This design comes from an exercise in tuning for small area, a short achievable clock period and few clock cycles per item on the open sky130 flow, not from production work. RTL that was checked went through simulation tests only; none was proved equivalent to the original. Power and IR drop assume default switching activity.

==> flow/design.v <==
`default_nettype none
package tpq_pkg;
	typedef enum logic {
		OP_ENQ = 1'b0,
		OP_DEQ = 1'b1
	} op_t;
	typedef enum logic [1:0] {
		ST_OK    = 2'd0,
		ST_FULL  = 2'd1,
		ST_EMPTY = 2'd2
	} status_t;
	typedef struct packed {
		logic [7:0]  prio;
		logic [15:0] arrival;
		logic [15:0] service;
		logic [7:0]  dev;
	} entry_t;
	typedef struct packed {
		logic enq;
		logic deq;
	} ctrl_t;
endpackage
`default_nettype wire
`default_nettype none
module tpq_cell (
	input  wire logic            clk,
	input  wire logic            we,
	input  wire tpq_pkg::entry_t new_entry,
	output tpq_pkg::entry_t      slot_q,
	output logic                 ahead
);
	logic [23:0] ks, kn;
	assign ks = {slot_q.prio, ~slot_q.arrival};
	assign kn = {new_entry.prio, ~new_entry.arrival};
	logic [23:0] g0, l0;
	assign g0 = ks & ~kn;
	assign l0 = ~ks & kn;
	logic [11:0] g1, l1;
	logic [5:0]  g2, l2;
	logic [2:0]  g3, l3;
	always_comb begin
		for (int k = 0; k < 12; k++) begin
			g1[k] = g0[2*k+1] | (!l0[2*k+1] & g0[2*k]);
			l1[k] = l0[2*k+1] | (!g0[2*k+1] & l0[2*k]);
		end
		for (int k = 0; k < 6; k++) begin
			g2[k] = g1[2*k+1] | (!l1[2*k+1] & g1[2*k]);
			l2[k] = l1[2*k+1] | (!g1[2*k+1] & l1[2*k]);
		end
		for (int k = 0; k < 3; k++) begin
			g3[k] = g2[2*k+1] | (!l2[2*k+1] & g2[2*k]);
			l3[k] = l2[2*k+1] | (!g2[2*k+1] & l2[2*k]);
		end
		ahead = g3[2] | (!l3[2] & (g3[1] | (!l3[1] & g3[0])));
	end
	always_ff @(posedge clk) begin
		if (we) begin
			slot_q <= new_entry;
		end
	end
endmodule
`default_nettype wire
`default_nettype none
module task_priority_queue
#(
	parameter int QUEUE_DEPTH = 16
) (
	input  wire logic        clk,
	input  wire logic        arst_n,
	input  wire logic        req_valid,
	output      logic        req_ready,
	input  wire logic        req_operation,
	input  wire logic [7:0]  req_priority_req,
	input  wire logic [15:0] req_arrive_tick,
	input  wire logic [15:0] req_run_cycles,
	input  wire logic [7:0]  req_owner_tag,
	output      logic        rsp_valid,
	input  wire logic        rsp_ready,
	output      logic [1:0]  rsp_status,
	output      logic        rsp_task_valid,
	output      logic [7:0]  rsp_out_priority,
	output      logic [15:0] rsp_out_arrive_tick,
	output      logic [15:0] rsp_out_run_cycles,
	output      logic [7:0]  rsp_out_owner_tag,
	output      logic [4:0]  rsp_occupancy
);
	localparam int N  = QUEUE_DEPTH;
	localparam int CW = $clog2(QUEUE_DEPTH + 1);
	logic [CW-1:0]   count_q;
	logic [N-1:0]    valid_q;
	logic [N*48-1:0] slot_v;       
	logic [N-1:0]    ahead;        
	logic [N-1:0][N-1:0] bef_q;   
	logic [N-1:0]    head;         
	logic [N-1:0]    free_oh;      
	logic [N-1:0]    we;
	logic            ovalid_q;
	tpq_pkg::status_t status_q;
	logic            tvalid_q;
	tpq_pkg::entry_t oentry_q;
	tpq_pkg::entry_t head_entry;
	logic            fire, is_full, is_empty, enq, deq;
	tpq_pkg::entry_t new_entry;
	assign req_ready = !ovalid_q || rsp_ready;
	assign fire      = req_valid && req_ready;
	assign is_full   = (count_q == CW'(N));
	assign is_empty  = (count_q == '0);
	assign enq       = fire && (tpq_pkg::op_t'(req_operation) == tpq_pkg::OP_ENQ) && !is_full;
	assign deq       = fire && (tpq_pkg::op_t'(req_operation) == tpq_pkg::OP_DEQ) && !is_empty;
	assign new_entry.prio    = req_priority_req;
	assign new_entry.arrival = req_arrive_tick;
	assign new_entry.service = req_run_cycles;
	assign new_entry.dev     = req_owner_tag;
	always_comb begin
		logic seen;
		seen = 1'b0;
		for (int i = 0; i < N; i++) begin
			free_oh[i] = !valid_q[i] && !seen;
			seen = seen || !valid_q[i];
		end
	end
	assign we = enq ? free_oh : '0;
	for (genvar i = 0; i < N; i++) begin : g_cell
		tpq_cell u_cell (
			.clk       (clk),
			.we        (we[i]),
			.new_entry (new_entry),
			.slot_q    (slot_v[i*48 +: 48]),
			.ahead     (ahead[i])
		);
	end
	always_comb begin
		for (int i = 0; i < N; i++) begin
			head[i] = valid_q[i];
			for (int j = 0; j < N; j++) begin
				if (j < i) head[i] = head[i] && (!valid_q[j] || !bef_q[j][i]);
				if (j > i) head[i] = head[i] && (!valid_q[j] || bef_q[i][j]);
			end
		end
	end
	always_ff @(posedge clk) begin
		for (int i = 0; i < N; i++) begin
			for (int j = i + 1; j < N; j++) begin
				if (we[i]) begin
					bef_q[i][j] <= !ahead[j];
				end else if (we[j]) begin
					bef_q[i][j] <= ahead[i];
				end
			end
		end
	end
	always_ff @(posedge clk or negedge arst_n) begin
		if (!arst_n) begin
			count_q  <= '0;
			valid_q  <= '0;
			ovalid_q <= 1'b0;
		end else begin
			if (enq) begin
				count_q <= count_q + CW'(1);
				valid_q <= valid_q | free_oh;
			end else if (deq) begin
				count_q <= count_q - CW'(1);
				valid_q <= valid_q & ~head;
			end
			if (fire) begin
				ovalid_q <= 1'b1;
			end else if (rsp_ready) begin
				ovalid_q <= 1'b0;
			end
		end
	end
	always_ff @(posedge clk) begin
		if (fire) begin
			tvalid_q <= deq;
			oentry_q <= deq ? head_entry : '0;
			if (enq || deq) begin
				status_q <= tpq_pkg::ST_OK;
			end else if (tpq_pkg::op_t'(req_operation) == tpq_pkg::OP_ENQ) begin
				status_q <= tpq_pkg::ST_FULL;
			end else begin
				status_q <= tpq_pkg::ST_EMPTY;
			end
		end
	end
	always_comb begin
		head_entry = '0;
		for (int i = 0; i < N; i++) begin
			head_entry = head_entry | (slot_v[i*48 +: 48] & {48{head[i]}});
		end
	end
	assign rsp_valid           = ovalid_q;
	assign rsp_status          = status_q;
	assign rsp_task_valid      = tvalid_q;
	assign rsp_out_priority    = oentry_q.prio;
	assign rsp_out_arrive_tick = oentry_q.arrival;
	assign rsp_out_run_cycles  = oentry_q.service;
	assign rsp_out_owner_tag   = oentry_q.dev;
	assign rsp_occupancy       = count_q;
endmodule
`default_nettype wire
==> flow/config.mk <==
export PLATFORM = sky130hd
export DESIGN_NAME = task_priority_queue
export DESIGN_NICKNAME = task_priority_queue
export VERILOG_FILES = /design/flow/design.v
export SDC_FILE = /design/flow/constraint.sdc
export NUM_CORES = 4
export LEC_CHECK = 0
export ABC_CLOCK_PERIOD_IN_PS = 2000
export CAP_MARGIN = 20
export CORE_MARGIN = 2
export CORE_UTILIZATION = 40
export SETUP_SLACK_MARGIN = 1.2
export SLEW_MARGIN = 20
==> flow/constraint.sdc <==
create_clock -name core_clock -period 3.7 [get_ports {clk}]
set_input_delay 0.7400 -clock core_clock [delete_from_list [all_inputs] [get_ports {clk}]]
set_output_delay 0.7400 -clock core_clock [all_outputs]
set_load 0.01 [all_outputs]
run.sh (not shown) runs the stock make flow with config.mk's settings and CLKGATE_MAP_FILE= SYNTH_SCRIPT=/design/flow/synth_recipe.tcl, a recipe that flattens the netlist after the stock synthesis.
The starting point passed the timing, DRC and antenna checks.
Testbench counts at the start, summed over its fixed seeds: cycles 12,008, items 12,000.
Rerun with:
ABC_CLOCK_PERIOD_IN_PS = not set   (was 2000)
SETUP_SLACK_MARGIN = not set   (was 1.2)
Effect: Sequential share of layout area came out higher by 12 points; clock-buffer cell count came out higher by 15; via count came out lower by 16%; global-route usage came out lower by 7.8 points; worst hold slack improves by 0.059 ns; die area is unchanged; combinational power came out lower by 43%; worst setup slack degrades by 0.50 ns; cell area came out lower by 22%.

## before
task_priority_queue, a different RTL version from the one above (not shown whole).
Size: ~3300 cells after synthesis, roughly 110 I/O pins.
Settings: LEC_CHECK=0, CAP_MARGIN=20, CORE_MARGIN=2, CORE_UTILIZATION=40, CTS_CLUSTER_DIAMETER=90, CTS_CLUSTER_SIZE=22, SETUP_SLACK_MARGIN=1.5, SLEW_MARGIN=20, SYNTH_HIERARCHICAL=1, SYNTH_MINIMUM_KEEP_SIZE=0; clock period 3.7 ns.
The flow did not stop early for before: all stages ran, and the layout cleared the timing, DRC and antenna checks.
Testbench counts of before, summed over its fixed seeds: cycles 12,016, items 12,000.
Input-level comparison between after and before:
diff --git a/flow/config.mk b/flow/config.mk
--- a/flow/config.mk
+++ b/flow/config.mk
@@ -16 +16,2 @@
 export SYNTH_MINIMUM_KEEP_SIZE = 0
+export TNS_END_PERCENT = 0
--- outcome ---
- On instance count after placement with tap cells included, after and before are neck and neck.
- Lower global-route usage among after and before: after
- Lower share of power burned in the clock network goes to before over after.
- Compared with before, after shows number of global-route vias before repair lower by 257.
- Delta (after minus before): area after synthesis neither gained nor lost much, area added between synthesis and finish lost 2.1 points.
- In the reports for after and before, the larger wire length of the first global-routing pass belongs to before.
- before leaves more setup margin than after.
- Critical path depth was higher in after than in before.
- Looking at timing endpoint of the critical path, the valid_q[12] result is from before; the pend_ahead_q[6] one comes from after.
- Portion of total power attributed to combinational logic for after: 1.6 points down relative to before

task_priority_queue, a different RTL version from the one above (not shown whole).
Size in the first run: roughly 3100 cells after synthesis, roughly 110 I/O pins, about 44000 um^2 of cells after synthesis.
==> flow/config.mk <==
export PLATFORM = sky130hd
export DESIGN_NAME = task_priority_queue
export DESIGN_NICKNAME = task_priority_queue
export VERILOG_FILES = /design/flow/design.v
export SDC_FILE = /design/flow/constraint.sdc
export NUM_CORES = 4
export LEC_CHECK = 0
export CAP_MARGIN = 20
export CORE_MARGIN = 2
export CORE_UTILIZATION = 40
export CTS_CLUSTER_DIAMETER = 90
export CTS_CLUSTER_SIZE = 22
export SETUP_SLACK_MARGIN = 1.4
export SLEW_MARGIN = 20
export SYNTH_HIERARCHICAL = 1
export SYNTH_MINIMUM_KEEP_SIZE = 0
==> flow/constraint.sdc <==
create_clock -name core_clock -period 3.7 [get_ports {clk}]
set_input_delay 0.7400 -clock core_clock [delete_from_list [all_inputs] [get_ports {clk}]]
set_output_delay 0.7400 -clock core_clock [all_outputs]
set_load 0.01 [all_outputs]
Testbench counts at the start, summed over its fixed seeds: cycles 12,016, items 12,000.
Change:
- SETUP_SLACK_MARGIN: 1.4 -> 1.6
The new run went through all stages and came out clean.
Hold slack got worse by 0.032 ns.
Register-to-register slack improved by 0.09 ns.
Power grows by 1.4%.
Fmax goes up by 8.5%.
Clock-buffer cell count increases by 1.
Sequential share of layout area falls by 2.1 points.
Cell count went up by 2.2%.
Via count rises by 3.7%.
Flip-flop and latch count stays the same.

Another version of the RTL of task_priority_queue (not shown whole).
Size: about 3200 cells after synthesis, roughly 110 I/O pins, ~0.045 mm^2 of cells after synthesis.
==> flow/config.mk <==
export PLATFORM = sky130hd
export DESIGN_NAME = task_priority_queue
export DESIGN_NICKNAME = task_priority_queue
export VERILOG_FILES = /design/flow/design.v
export SDC_FILE = /design/flow/constraint.sdc
export NUM_CORES = 4
export LEC_CHECK = 0
export CAP_MARGIN = 20
export CORE_MARGIN = 2
export CORE_UTILIZATION = 40
export CTS_CLUSTER_DIAMETER = 90
export CTS_CLUSTER_SIZE = 22
export SETUP_SLACK_MARGIN = 1.7
export SLEW_MARGIN = 20
export SYNTH_HIERARCHICAL = 1
export SYNTH_MINIMUM_KEEP_SIZE = 0
==> flow/constraint.sdc <==
create_clock -name core_clock -period 3.7 [get_ports {clk}]
set_input_delay 0.7400 -clock core_clock [delete_from_list [all_inputs] [get_ports {clk}]]
set_output_delay 0.7400 -clock core_clock [all_outputs]
set_load 0.01 [all_outputs]
Next try:
SETUP_SLACK_MARGIN = 1.3   (was 1.7)
The changed run finished clean. Synthesized cell count is unchanged. Non-clock buffer count drops by 242. Clock power is higher by about 1%. Setup slack is worse by 210 ps.
Next try:
SETUP_SLACK_MARGIN = 1.5   (was 1.3)
Total power rises by about 1.8%.
Clock-buffer cell count rises by 2.
First-iteration DRC count rises by 2.4%.
No run of this note included a check of the RTL's function; only the layout flow was run.

task_priority_queue, a different RTL version from the one above (not shown whole).
Size: about 3,300 cells after synthesis, about 47,000 sq um of cells after synthesis.
==> flow/config.mk <==
export PLATFORM = sky130hd
export DESIGN_NAME = task_priority_queue
export DESIGN_NICKNAME = task_priority_queue
export VERILOG_FILES = /design/flow/design.v
export SDC_FILE = /design/flow/constraint.sdc
export NUM_CORES = 4
export LEC_CHECK = 0
export CAP_MARGIN = 20
export CORE_MARGIN = 2
export CORE_UTILIZATION = 40
export CTS_CLUSTER_DIAMETER = 90
export CTS_CLUSTER_SIZE = 22
export SETUP_SLACK_MARGIN = 1.2
export SLEW_MARGIN = 20
==> flow/constraint.sdc <==
create_clock -name core_clock -period 3.7 [get_ports {clk}]
set_input_delay 0.7400 -clock core_clock [delete_from_list [all_inputs] [get_ports {clk}]]
set_output_delay 0.7400 -clock core_clock [all_outputs]
set_load 0.01 [all_outputs]
The baseline passed the timing, DRC and antenna checks.
Testbench counts at the start, summed over its fixed seeds: cycles 12,016, items 12,000.
==> next run, changes <==
- SYNTH_HIERARCHICAL: unset -> 1
- SYNTH_MINIMUM_KEEP_SIZE: unset -> 0
=> Die area is about the same. Clock-buffer cell count rose by 16. Area after synthesis hardly moves.
==> next run, changes <==
- SETUP_SLACK_MARGIN: 1.2 -> 1.5
Setup slack is better by 0.19 ns; design area came out higher by 4.2%; power grows by 3.6%.
==> next run, changes <==
- CTS_CLUSTER_DIAMETER: 90 -> unset
- CTS_CLUSTER_SIZE: 22 -> unset
- SETUP_SLACK_MARGIN: 1.5 -> 1.2
Routed wire length is lower by a few percent.
Die area is unchanged.
Worst hold slack is worse by 0.0079 ns.
Total power is higher by roughly a tenth.
Setup slack is worse by 0.14 ns.
Sequential share of layout area is higher by 0.67 points.
Flip-flop and latch count is unchanged.
==> next run, changes <==
- CTS_CLUSTER_DIAMETER: unset -> 90
- CTS_CLUSTER_SIZE: unset -> 22
- SETUP_SLACK_MARGIN: 1.2 -> 1.8
=> The new run ran to the end with no violations. Critical path depth is lower by 1. Area after synthesis is unchanged. Utilization is higher by 6.1 points. Non-clock buffer count is higher by 415. Clock power is lower by a quarter to a third. Design area is higher by roughly a tenth. Die area stays the same. Synthesized cell count does not change. First-iteration DRC count is higher by a quarter to a third. Global-route usage is higher by 3.4 points.

job 4676:
Another version of the RTL of task_priority_queue (not shown whole).
Size in the first run: roughly 1,000 flip-flops, ~110 I/O pins, roughly 47,000 um2 of cells after synthesis.
## task_priority_queue
module task_priority_queue
#(
	parameter int QUEUE_DEPTH = 16
) (
	input  wire logic        clk,
	input  wire logic        arst_n,
	input  wire logic        req_valid,
	output      logic        req_ready,
	input  wire logic        req_operation,
	input  wire logic [7:0]  req_priority_req,
	input  wire logic [15:0] req_arrive_tick,
	input  wire logic [15:0] req_run_cycles,
	input  wire logic [7:0]  req_owner_tag,
	output      logic        rsp_valid,
	input  wire logic        rsp_ready,
	output      logic [1:0]  rsp_status,
	output      logic        rsp_task_valid,
	output      logic [7:0]  rsp_out_priority,
	output      logic [15:0] rsp_out_arrive_tick,
	output      logic [15:0] rsp_out_run_cycles,
	output      logic [7:0]  rsp_out_owner_tag,
	output      logic [4:0]  rsp_occupancy
);
	localparam int N  = QUEUE_DEPTH;
	localparam int CW = $clog2(QUEUE_DEPTH + 1);
	logic [CW-1:0]   count_q;
	logic [N-1:0]    valid_q;
	logic [N-1:0]    alloc_q;      
	logic [N*48-1:0] slot_v;       
	logic [N-1:0]    ahead;        
	logic [N-1:0][N-1:0] bef_q;    
	logic [N-1:0]    head;         
	logic [N-1:0]    we;
  ...
Settings: LEC_CHECK=0, CAP_MARGIN=20, CORE_MARGIN=2, CORE_UTILIZATION=40, SETUP_SLACK_MARGIN=0.8, SLEW_MARGIN=20, SYNTH_HIERARCHICAL=1, SYNTH_MINIMUM_KEEP_SIZE=0; clock period 3.7 ns.
Modified inputs, job 3613 compared to job 4676
Settings: swapping 0.8 for 1.3 in SETUP_SLACK_MARGIN.
--- outcome ---
Cmp job 3613 and job 4676 / headroom to the max-slew limit / lower: job 4676
| synthesized-area fraction occupied by ao, oa, aoi and oai cells | job 4676 vs job 3613 | ≈ equal |
Job 3613 gives less power density over the cells than job 4676 did.
Density: job 3613 denser than job 4676
Job 4676 reports its end point of the critical path as alloc_q[13] while job 3613 reports alloc_q[11].
No functional check of the RTL was part of any run of this note.

==> port drivers added, routing unchanged <==
How much do the figures lean on ideal ports? The routed layouts below were timed once more, with nothing changed but the port constraints. Step 1, drivers: a clkbuf_16 drives clk and a buf_2 each remaining input, both assumed. Step 2, shift: input delay + t, output delay - t, t = (earliest + latest rising clock arrival at the registers) / 2. This alone moves slack from input paths to output paths. Slacks: ideal ports / drivers / drivers and shift; pairs: ideal ports / drivers.
| run | shift t [ns] | slack for setup (ns) | hold slack, ns | slew at the worst register clock pin (ns) | worst slew at a driven data input, ns |
|---|---|---|---|---|---|
| the first run of note 1 | 0.804 | 0.617 / 0.617 / -0.048 | 0.340 / 0.283 / 0.640 | 0.08 / 0.08 | 0.16 |
| the second run of note 1 | 0.780 | 0.112 / 0.112 / -0.616 | 0.399 / 0.353 / 0.550 | 0.07 / 0.07 | 0.11 |
| before | 0.774 | 1.379 / 1.308 / 0.750 | 0.006 / -0.036 / 0.427 | 0.10 / 0.10 | 0.10 |
| after | 0.764 | 1.221 / 1.238 / 0.505 | 0.012 / -0.028 / 0.432 | 0.11 / 0.11 | 0.12 |
| the first run of note 3 | 0.774 | 1.282 / 1.332 / 0.558 | 0.058 / 0.011 / 0.429 | 0.10 / 0.10 | 0.09 |
| the second run of note 3 | 0.767 | 1.472 / 1.399 / 0.846 | 0.026 / -0.023 / 0.428 | 0.10 / 0.10 | 0.12 |
| the first run of note 4 | 0.774 | 1.370 / 1.370 / 0.694 | 0.168 / 0.124 / 0.429 | 0.10 / 0.10 | 0.13 |
| the second run of note 4 | 0.776 | 1.156 / 1.156 / 0.535 | 0.359 / 0.312 / 0.423 | 0.10 / 0.10 | 0.10 |
| the third run of note 4 | 0.788 | 1.384 / 1.384 / 0.757 | 0.350 / 0.302 / 0.429 | 0.11 / 0.11 | 0.10 |
| the first run of note 5 | 0.776 | 1.096 / 1.096 / 0.456 | 0.357 / 0.346 / 0.357 | 0.10 / 0.10 | 0.10 |
| the second run of note 5 | 0.773 | 1.109 / 1.109 / 0.383 | 0.156 / 0.104 / 0.425 | 0.11 / 0.11 | 0.12 |
| the third run of note 5 | 0.778 | 1.295 / 1.295 / 0.735 | 0.161 / 0.114 / 0.419 | 0.10 / 0.10 | 0.10 |
| the fourth run of note 5 | 0.790 | 1.155 / 1.155 / 0.465 | 0.153 / 0.098 / 0.421 | 0.07 / 0.07 | 0.11 |
| the fifth run of note 5 | 0.785 | 1.303 / 1.303 / 0.782 | 0.157 / 0.106 / 0.431 | 0.11 / 0.11 | 0.09 |
| job 4676 | 0.758 | 0.793 / 0.793 / 0.061 | 0.163 / 0.117 / 0.419 | 0.07 / 0.07 | 0.12 |
| job 3613 | 0.770 | 0.764 / 0.764 / 0.141 | 0.185 / 0.141 / 0.418 | 0.07 / 0.07 | 0.10 |
With both steps, setup timing fails in the first run of note 1 and the second run of note 1, where it was met with ideal ports. For job 4676, which loses most, drivers alone change the setup slack by 0.000 ns; drivers and shift together by -0.732 ns.
